Context: an optimization exercise on an open-source flow, tuned for small area. The choices shown serve that exercise and are no tape-out recipe.
Only simulation tests tie the RTL to the original design; equivalence was not proved.

==> v35 <==
## cordic_top
module cordic_top (
    input  logic               i_clk,
    input  logic               i_reset,
    input  logic               i_valid,
    input  logic signed [31:0] i_x,
    input  logic signed [31:0] i_y,
    input  logic signed [31:0] i_angle,
    output logic               o_valid,
    output logic signed [31:0] o_x,
    output logic signed [31:0] o_y
);
make LEC_CHECK=0 CAP_MARGIN=20 CORE_MARGIN=2 CORE_UTILIZATION=45 CTS_BUF_LIST=sky130_fd_sc_hd__clkbuf_8 GPL_TIMING_DRIVEN=0 SLEW_MARGIN=20 finish   # period 6.0 ns
run.sh (not shown) runs the stock make flow with config.mk's settings and CLKGATE_MAP_FILE= SYNTH_SCRIPT=/design/flow/synth_recipe.tcl, a recipe that flattens the netlist after the stock synthesis.
==> v34 (differences from v35) <==
--- a/flow/design.v
+++ b/flow/design.v
@@ -58,15 +58,15 @@
     logic signed [31:0] x1, y1, tx0, ty0;
     assign ty0 = yf0 >>> 0;
     assign tx0 = xf0 >>> 0;
     logic fy0;
     assign fy0 = d0 ^ ~d1;
     logic cx1, cy1;
     assign x1 = add_c(xf0, ty0, p0);
-    assign y1 = add_x(yf0, ~tx0, ~(1'b0), ~fy0);
+    assign y1 = add_x(~yf0, tx0, 1'b0, fy0);
     assign cx1 = 1'b0;
     assign cy1 = ~p0 ^ fy0;
     logic signed [31:0] xs1, ys1;
     logic cxs1, cys1;
     assign xs1 = exact0 ? xex : x1;
     assign ys1 = exact0 ? yex : y1;
     assign cxs1 = ~exact0 & cx1;
@@ -85,15 +85,15 @@
     assign ty1 = sy1 & {32{~exact0}};
     assign tx1 = sx1 & {32{~exact0}};
     logic fy1;
     assign fy1 = d1 ^ ~d2;
     logic cx2, cy2;
     logic [16:0] xl2, yl2;
     assign xl2 = add_h(xs1[15:0], ty1[15:0], cys1 & ~exact0, fy1);
-    assign yl2 = add_h(ys1[15:0], ~tx1[15:0], ~(cxs1 & ~exact0), ~(1'b0));
+    assign yl2 = add_h(~ys1[15:0], tx1[15:0], cxs1 & ~exact0, 1'b0);
     logic signed [31:0] xm2, ym2;
     assign xm2 = {xs1[31:16], xl2[15:0]};
     assign ym2 = {ys1[31:16], yl2[15:0]};
     logic kx2, ky2, fxk2, fyk2;
     assign kx2 = xl2[16];
     assign ky2 = yl2[16];
     assign fxk2 = fy1;
@@ -121,15 +121,15 @@
     assign syh1 = y_r1 >>> 1;
     assign sxh1 = x_r1 >>> 1;
     logic [15:0] tyh1, txh1;
     assign tyh1 = syh1[31:16] & {16{~ex_r1}};
     assign txh1 = sxh1[31:16] & {16{~ex_r1}};
     logic [16:0] xh2, yh2;
     assign xh2 = add_h(x_r1[31:16], tyh1, kx_r1, fxk_r1);
-    assign yh2 = add_h(y_r1[31:16], ~txh1, ky_r1, ~fyk_r1);
+    assign yh2 = add_h(~y_r1[31:16], txh1, ky_r1, fyk_r1);
     assign x2 = {xh2[15:0], x_r1[15:0]};
     assign y2 = {yh2[15:0], y_r1[15:0]};
     logic signed [27:0] z4;
     logic signed [27:0] zp4, zm4;
     assign zp4 = 28'(add_c(32'(z_r1), 32'd85004756, 1'b0));
     assign zm4 = 28'(add_c(32'(z_r1), ~32'd85004756, 1'b1));
     assign z4 = d3_r1 ? zp4 : zm4;
@@ -141,15 +141,15 @@
     assign sx2 = x2 >>> 2;
     assign ty2 = sy2 & {32{~ex_r1}};
     assign tx2 = sx2 & {32{~ex_r1}};
     logic fy2;
     assign fy2 = d2_r1 ^ ~d3_r1;
     logic cx3, cy3;
     assign x3 = add_c(x2, ty2, cy_r1 & ~ex_r1);
-    assign y3 = add_x(y2, ~tx2, ~(cx_r1 & ~ex_r1), ~fy2);
+    assign y3 = add_x(~y2, tx2, cx_r1 & ~ex_r1, fy2);
     assign cx3 = cx_r1;
     assign cy3 = ~cy_r1 ^ fy2;
     logic signed [31:0] x_r3;
     logic signed [31:0] y_r3;
     logic signed [27:0] z_r3;
     logic [0:0] d3_r3;
     logic [0:0] cx_r3;
@@ -173,15 +173,15 @@
     assign sx3 = x_r3 >>> 3;
     assign ty3 = sy3 & {32{~ex_r3}};
     assign tx3 = sx3 & {32{~ex_r3}};
     logic fy3;
     assign fy3 = d3_r3 ^ ~d4_r3;
     logic cx4, cy4;
     assign x4 = add_x(x_r3, ty3, cy_r3 & ~ex_r3, fy3);
-    assign y4 = add_x(y_r3, ~tx3, ~(cx_r3 & ~ex_r3), 1'b1);
+    assign y4 = add_c(~y_r3, tx3, cx_r3 & ~ex_r3);
     assign cx4 = cx_r3 ^ fy3;
     assign cy4 = ~cy_r3;
     logic signed [25:0] z6;
     logic signed [25:0] zp6, zm6;
     assign zp6 = 26'(add_c(32'(z5), 32'd21354465, 1'b0));
     assign zm6 = 26'(add_c(32'(z5), ~32'd21354465, 1'b1));
     assign z6 = d5 ? zp6 : zm6;
@@ -194,15 +194,15 @@
     assign ty4 = sy4 & {32{~ex_r3}};
     assign tx4 = sx4 & {32{~ex_r3}};
     logic fy4;
     assign fy4 = d4_r3 ^ ~d5;
     logic cx5, cy5;
     logic [16:0] xl5, yl5;
     assign xl5 = add_h(x4[15:0], ty4[15:0], cy4 & ~ex_r3, 1'b0);
-    assign yl5 = add_h(y4[15:0], ~tx4[15:0], ~(cx4 & ~ex_r3), ~(fy4));
+    assign yl5 = add_h(~y4[15:0], tx4[15:0], cx4 & ~ex_r3, fy4);
     logic signed [31:0] xm5, ym5;
     assign xm5 = {x4[31:16], xl5[15:0]};
     assign ym5 = {y4[31:16], yl5[15:0]};
     logic kx5, ky5, fxk5, fyk5;
     assign kx5 = xl5[16];
     assign ky5 = yl5[16];
     assign fxk5 = 1'b0;
@@ -230,15 +230,15 @@
     assign syh4 = y_r4 >>> 4;
     assign sxh4 = x_r4 >>> 4;
     logic [15:0] tyh4, txh4;
     assign tyh4 = syh4[31:16] & {16{~ex_r4}};
     assign txh4 = sxh4[31:16] & {16{~ex_r4}};
     logic [16:0] xh5, yh5;
     assign xh5 = add_h(x_r4[31:16], tyh4, kx_r4, fxk_r4);
-    assign yh5 = add_h(y_r4[31:16], ~txh4, ky_r4, ~fyk_r4);
+    assign yh5 = add_h(~y_r4[31:16], txh4, ky_r4, fyk_r4);
     assign x5 = {xh5[15:0], x_r4[15:0]};
     assign y5 = {yh5[15:0], y_r4[15:0]};
     logic signed [24:0] z7;
     logic signed [24:0] zp7, zm7;
     assign zp7 = 25'(add_c(32'(z_r4), 32'd10679838, 1'b0));
     assign zm7 = 25'(add_c(32'(z_r4), ~32'd10679838, 1'b1));
     assign z7 = d6_r4 ? zp7 : zm7;
@@ -250,15 +250,15 @@
     assign sx5 = x5 >>> 5;
     assign ty5 = sy5 & {32{~ex_r4}};
     assign tx5 = sx5 & {32{~ex_r4}};
     logic fy5;
     assign fy5 = d5_r4 ^ ~d6_r4;
     logic cx6, cy6;
     assign x6 = add_x(x5, ty5, cy_r4 & ~ex_r4, fy5);
-    assign y6 = add_x(y5, ~tx5, ~(cx_r4 & ~ex_r4), 1'b1);
+    assign y6 = add_c(~y5, tx5, cx_r4 & ~ex_r4);
     assign cx6 = cx_r4 ^ fy5;
     assign cy6 = ~cy_r4;
     logic signed [31:0] x_r6;
     logic signed [31:0] y_r6;
     logic signed [24:0] z_r6;
     logic [0:0] d6_r6;
     logic [0:0] cx_r6;
@@ -282,15 +282,15 @@
     assign sx6 = x_r6 >>> 6;
     assign ty6 = sy6 & {32{~ex_r6}};
     assign tx6 = sx6 & {32{~ex_r6}};
     logic fy6;
     assign fy6 = d6_r6 ^ ~d7_r6;
     logic cx7, cy7;
     assign x7 = add_c(x_r6, ty6, cy_r6 & ~ex_r6);
-    assign y7 = add_x(y_r6, ~tx6, ~(cx_r6 & ~ex_r6), ~fy6);
+    assign y7 = add_x(~y_r6, tx6, cx_r6 & ~ex_r6, fy6);
     assign cx7 = cx_r6;
     assign cy7 = ~cy_r6 ^ fy6;
     logic signed [22:0] z9;
     logic signed [22:0] zp9, zm9;
     assign zp9 = 23'(add_c(32'(z8), 32'd2670163, 1'b0));
     assign zm9 = 23'(add_c(32'(z8), ~32'd2670163, 1'b1));
     assign z9 = d8 ? zp9 : zm9;
@@ -303,15 +303,15 @@
     assign ty7 = sy7 & {32{~ex_r6}};
     assign tx7 = sx7 & {32{~ex_r6}};
     logic fy7;
     assign fy7 = d7_r6 ^ ~d8;
     logic cx8, cy8;
     logic [16:0] xl8, yl8;
     assign xl8 = add_h(x7[15:0], ty7[15:0], cy7 & ~ex_r6, fy7);
-    assign yl8 = add_h(y7[15:0], ~tx7[15:0], ~(cx7 & ~ex_r6), ~(1'b0));
+    assign yl8 = add_h(~y7[15:0], tx7[15:0], cx7 & ~ex_r6, 1'b0);
     logic signed [31:0] xm8, ym8;
     assign xm8 = {x7[31:16], xl8[15:0]};
     assign ym8 = {y7[31:16], yl8[15:0]};
     logic kx8, ky8, fxk8, fyk8;
     assign kx8 = xl8[16];
     assign ky8 = yl8[16];
     assign fxk8 = fy7;
@@ -339,15 +339,15 @@
     assign syh7 = y_r7 >>> 7;
     assign sxh7 = x_r7 >>> 7;
     logic [15:0] tyh7, txh7;
     assign tyh7 = syh7[31:16] & {16{~ex_r7}};
     assign txh7 = sxh7[31:16] & {16{~ex_r7}};
     logic [16:0] xh8, yh8;
     assign xh8 = add_h(x_r7[31:16], tyh7, kx_r7, fxk_r7);
-    assign yh8 = add_h(y_r7[31:16], ~txh7, ky_r7, ~fyk_r7);
+    assign yh8 = add_h(~y_r7[31:16], txh7, ky_r7, fyk_r7);
     assign x8 = {xh8[15:0], x_r7[15:0]};
     assign y8 = {yh8[15:0], y_r7[15:0]};
     logic signed [21:0] z10;
     logic signed [21:0] zp10, zm10;
     assign zp10 = 22'(add_c(32'(z_r7), 32'd1335087, 1'b0));
     assign zm10 = 22'(add_c(32'(z_r7), ~32'd1335087, 1'b1));
     assign z10 = d9_r7 ? zp10 : zm10;
@@ -359,15 +359,15 @@
     assign sx8 = x8 >>> 8;
     assign ty8 = sy8 & {32{~ex_r7}};
     assign tx8 = sx8 & {32{~ex_r7}};
     logic fy8;
     assign fy8 = d8_r7 ^ ~d9_r7;
     logic cx9, cy9;
     assign x9 = add_c(x8, ty8, cy_r7 & ~ex_r7);
-    assign y9 = add_x(y8, ~tx8, ~(cx_r7 & ~ex_r7), ~fy8);
+    assign y9 = add_x(~y8, tx8, cx_r7 & ~ex_r7, fy8);
     assign cx9 = cx_r7;
     assign cy9 = ~cy_r7 ^ fy8;
     logic signed [31:0] x_r9;
     logic signed [31:0] y_r9;
     logic signed [21:0] z_r9;
     logic [0:0] d9_r9;
     logic [0:0] cx_r9;
@@ -391,15 +391,15 @@
     assign sx9 = x_r9 >>> 9;
     assign ty9 = sy9 & {32{~ex_r9}};
     assign tx9 = sx9 & {32{~ex_r9}};
     logic fy9;
     assign fy9 = d9_r9 ^ ~d10_r9;
     logic cx10, cy10;
     assign x10 = add_x(x_r9, ty9, cy_r9 & ~ex_r9, fy9);
-    assign y10 = add_x(y_r9, ~tx9, ~(cx_r9 & ~ex_r9), 1'b1);
+    assign y10 = add_c(~y_r9, tx9, cx_r9 & ~ex_r9);
     assign cx10 = cx_r9 ^ fy9;
     assign cy10 = ~cy_r9;
     logic signed [19:0] z12;
     logic signed [19:0] zp12, zm12;
     assign zp12 = 20'(add_c(32'(z11), 32'd333772, 1'b0));
     assign zm12 = 20'(add_c(32'(z11), ~32'd333772, 1'b1));
     assign z12 = d11 ? zp12 : zm12;
@@ -412,15 +412,15 @@
     assign ty10 = sy10 & {32{~ex_r9}};
     assign tx10 = sx10 & {32{~ex_r9}};
     logic fy10;
     assign fy10 = d10_r9 ^ ~d11;
     logic cx11, cy11;
     logic [16:0] xl11, yl11;
     assign xl11 = add_h(x10[15:0], ty10[15:0], cy10 & ~ex_r9, 1'b0);
-    assign yl11 = add_h(y10[15:0], ~tx10[15:0], ~(cx10 & ~ex_r9), ~(fy10));
+    assign yl11 = add_h(~y10[15:0], tx10[15:0], cx10 & ~ex_r9, fy10);
     logic signed [31:0] xm11, ym11;
     assign xm11 = {x10[31:16], xl11[15:0]};
     assign ym11 = {y10[31:16], yl11[15:0]};
     logic kx11, ky11, fxk11, fyk11;
     assign kx11 = xl11[16];
     assign ky11 = yl11[16];
     assign fxk11 = 1'b0;
@@ -448,15 +448,15 @@
     assign syh10 = y_r10 >>> 10;
     assign sxh10 = x_r10 >>> 10;
     logic [15:0] tyh10, txh10;
     assign tyh10 = syh10[31:16] & {16{~ex_r10}};
     assign txh10 = sxh10[31:16] & {16{~ex_r10}};
     logic [16:0] xh11, yh11;
     assign xh11 = add_h(x_r10[31:16], tyh10, kx_r10, fxk_r10);
-    assign yh11 = add_h(y_r10[31:16], ~txh10, ky_r10, ~fyk_r10);
+    assign yh11 = add_h(~y_r10[31:16], txh10, ky_r10, fyk_r10);
     assign x11 = {xh11[15:0], x_r10[15:0]};
     assign y11 = {yh11[15:0], y_r10[15:0]};
     logic signed [18:0] z13;
     logic signed [18:0] zp13, zm13;
     assign zp13 = 19'(add_c(32'(z_r10), 32'd166886, 1'b0));
     assign zm13 = 19'(add_c(32'(z_r10), ~32'd166886, 1'b1));
     assign z13 = d12_r10 ? zp13 : zm13;
@@ -468,15 +468,15 @@
     assign sx11 = x11 >>> 11;
     assign ty11 = sy11 & {32{~ex_r10}};
     assign tx11 = sx11 & {32{~ex_r10}};
     logic fy11;
     assign fy11 = d11_r10 ^ ~d12_r10;
     logic cx12, cy12;
     assign x12 = add_x(x11, ty11, cy_r10 & ~ex_r10, fy11);
-    assign y12 = add_x(y11, ~tx11, ~(cx_r10 & ~ex_r10), 1'b1);
+    assign y12 = add_c(~y11, tx11, cx_r10 & ~ex_r10);
     assign cx12 = cx_r10 ^ fy11;
     assign cy12 = ~cy_r10;
     logic signed [31:0] x_r12;
     logic signed [31:0] y_r12;
     logic signed [18:0] z_r12;
     logic [0:0] d12_r12;
     logic [0:0] cx_r12;
@@ -500,15 +500,15 @@
     assign sx12 = x_r12 >>> 12;
     assign ty12 = sy12 & {32{~ex_r12}};
     assign tx12 = sx12 & {32{~ex_r12}};
     logic fy12;
     assign fy12 = d12_r12 ^ ~d13_r12;
     logic cx13, cy13;
     assign x13 = add_c(x_r12, ty12, cy_r12 & ~ex_r12);
-    assign y13 = add_x(y_r12, ~tx12, ~(cx_r12 & ~ex_r12), ~fy12);
+    assign y13 = add_x(~y_r12, tx12, cx_r12 & ~ex_r12, fy12);
     assign cx13 = cx_r12;
     assign cy13 = ~cy_r12 ^ fy12;
     logic signed [16:0] z15;
     logic signed [16:0] zp15, zm15;
     assign zp15 = 17'(add_c(32'(z14), 32'd41722, 1'b0));
     assign zm15 = 17'(add_c(32'(z14), ~32'd41722, 1'b1));
     assign z15 = d14 ? zp15 : zm15;
@@ -521,15 +521,15 @@
     assign ty13 = sy13 & {32{~ex_r12}};
     assign tx13 = sx13 & {32{~ex_r12}};
     logic fy13;
     assign fy13 = d13_r12 ^ ~d14;
     logic cx14, cy14;
     logic [16:0] xl14, yl14;
     assign xl14 = add_h(x13[15:0], ty13[15:0], cy13 & ~ex_r12, fy13);
-    assign yl14 = add_h(y13[15:0], ~tx13[15:0], ~(cx13 & ~ex_r12), ~(1'b0));
+    assign yl14 = add_h(~y13[15:0], tx13[15:0], cx13 & ~ex_r12, 1'b0);
     logic signed [31:0] xm14, ym14;
     assign xm14 = {x13[31:16], xl14[15:0]};
     assign ym14 = {y13[31:16], yl14[15:0]};
     logic kx14, ky14, fxk14, fyk14;
     assign kx14 = xl14[16];
     assign ky14 = yl14[16];
     assign fxk14 = fy13;
@@ -555,28 +555,28 @@
     assign syh13 = y_r13 >>> 13;
     assign sxh13 = x_r13 >>> 13;
     logic [15:0] tyh13, txh13;
     assign tyh13 = syh13[31:16] & {16{~ex_r13}};
     assign txh13 = sxh13[31:16] & {16{~ex_r13}};
     logic [16:0] xh14, yh14;
     assign xh14 = add_h(x_r13[31:16], tyh13, kx_r13, fxk_r13);
-    assign yh14 = add_h(y_r13[31:16], ~txh13, ky_r13, ~fyk_r13);
+    assign yh14 = add_h(~y_r13[31:16], txh13, ky_r13, fyk_r13);
     assign x14 = {xh14[15:0], x_r13[15:0]};
     assign y14 = {yh14[15:0], y_r13[15:0]};
     logic signed [31:0] x15, y15, tx14, ty14;
     logic signed [31:0] sy14, sx14;
     assign sy14 = y14 >>> 14;
     assign sx14 = x14 >>> 14;
     assign ty14 = sy14 & {32{~ex_r13}};
     assign tx14 = sx14 & {32{~ex_r13}};
     logic fy14;
     assign fy14 = d14_r13 ^ ~d15_r13;
     logic cx15, cy15;
     assign x15 = add_c(x14, ty14, cy_r13 & ~ex_r13);
-    assign y15 = add_x(y14, ~tx14, ~(cx_r13 & ~ex_r13), ~fy14);
+    assign y15 = add_x(~y14, tx14, cx_r13 & ~ex_r13, fy14);
     assign cx15 = cx_r13;
     assign cy15 = ~cy_r13 ^ fy14;
     logic signed [31:0] x_r15;
     logic signed [31:0] y_r15;
     logic [0:0] d15_r15;
     logic [0:0] cx_r15;
     logic [0:0] cy_r15;
@@ -588,15 +588,15 @@
     logic signed [31:0] sy15, sx15;
     assign sy15 = y_r15 >>> 15;
     assign sx15 = x_r15 >>> 15;
     assign ty15 = sy15 & {32{~ex_r15}};
     assign tx15 = sx15 & {32{~ex_r15}};
     logic cx16, cy16;
     assign x16 = add_x(x_r15, ty15, cy_r15 & ~ex_r15, 1'b0);
-    assign y16 = add_x(y_r15, ~tx15, ~(cx_r15 & ~ex_r15), 1'b1);
+    assign y16 = add_c(~y_r15, tx15, cx_r15 & ~ex_r15);
     assign cx16 = cx_r15 ^ 1'b0;
     assign cy16 = ~cy_r15;
     logic signed [31:0] x_r16;
     logic signed [31:0] y_r16;
     logic [0:0] cx_r16;
     logic [0:0] cy_r16;
     logic [0:0] flip_r16;
Settings changed: CORE_UTILIZATION 45 to 60, CTS_BUF_LIST sky130_fd_sc_hd__clkbuf_8 to unset.
==> comparison <==
v34 finished but fails on negative setup slack. v35 produced a clean layout. Of v35 and v34, v34 has the higher core utilization (gap 17 points). Of v34 and v35, v35 has the higher worst setup slack (gap 0.25 ns).

==> port drivers added, routing unchanged <==
How much do the figures lean on ideal ports? The routed layouts below were timed once more, with nothing changed but the port constraints.
Step 1 (the two cells are an assumption about what drives the block):
set clk [get_ports {i_clk}]
set_driving_cell -lib_cell sky130_fd_sc_hd__clkbuf_16 $clk
set_driving_cell -lib_cell sky130_fd_sc_hd__buf_2 [delete_from_list [all_inputs] $clk]
Step 2 times the ports against the registers' clock, not the clock port: input delays grow and output delays shrink by t, the midpoint of the rising clock arrivals with the driver on.
Slacks: ideal ports / drivers / drivers and shift; pairs: ideal ports / drivers.
| run | shift t [ns] | slack for setup (ns) | worst setup path at the end | latest minus earliest clock arrival (ns) |
|---|---|---|---|---|
| v35 | 1.072 | 0.153 / 0.069 / -0.772 | input to register | 0.104 / 0.104 |
| v34 | 0.909 | -0.100 / -0.100 / -0.582 | input to register | 0.041 / 0.041 |
With both steps, setup timing fails in v35, where it was met with ideal ports. For v35, which loses most, drivers alone change the setup slack by -0.084 ns; drivers and shift together by -0.925 ns.
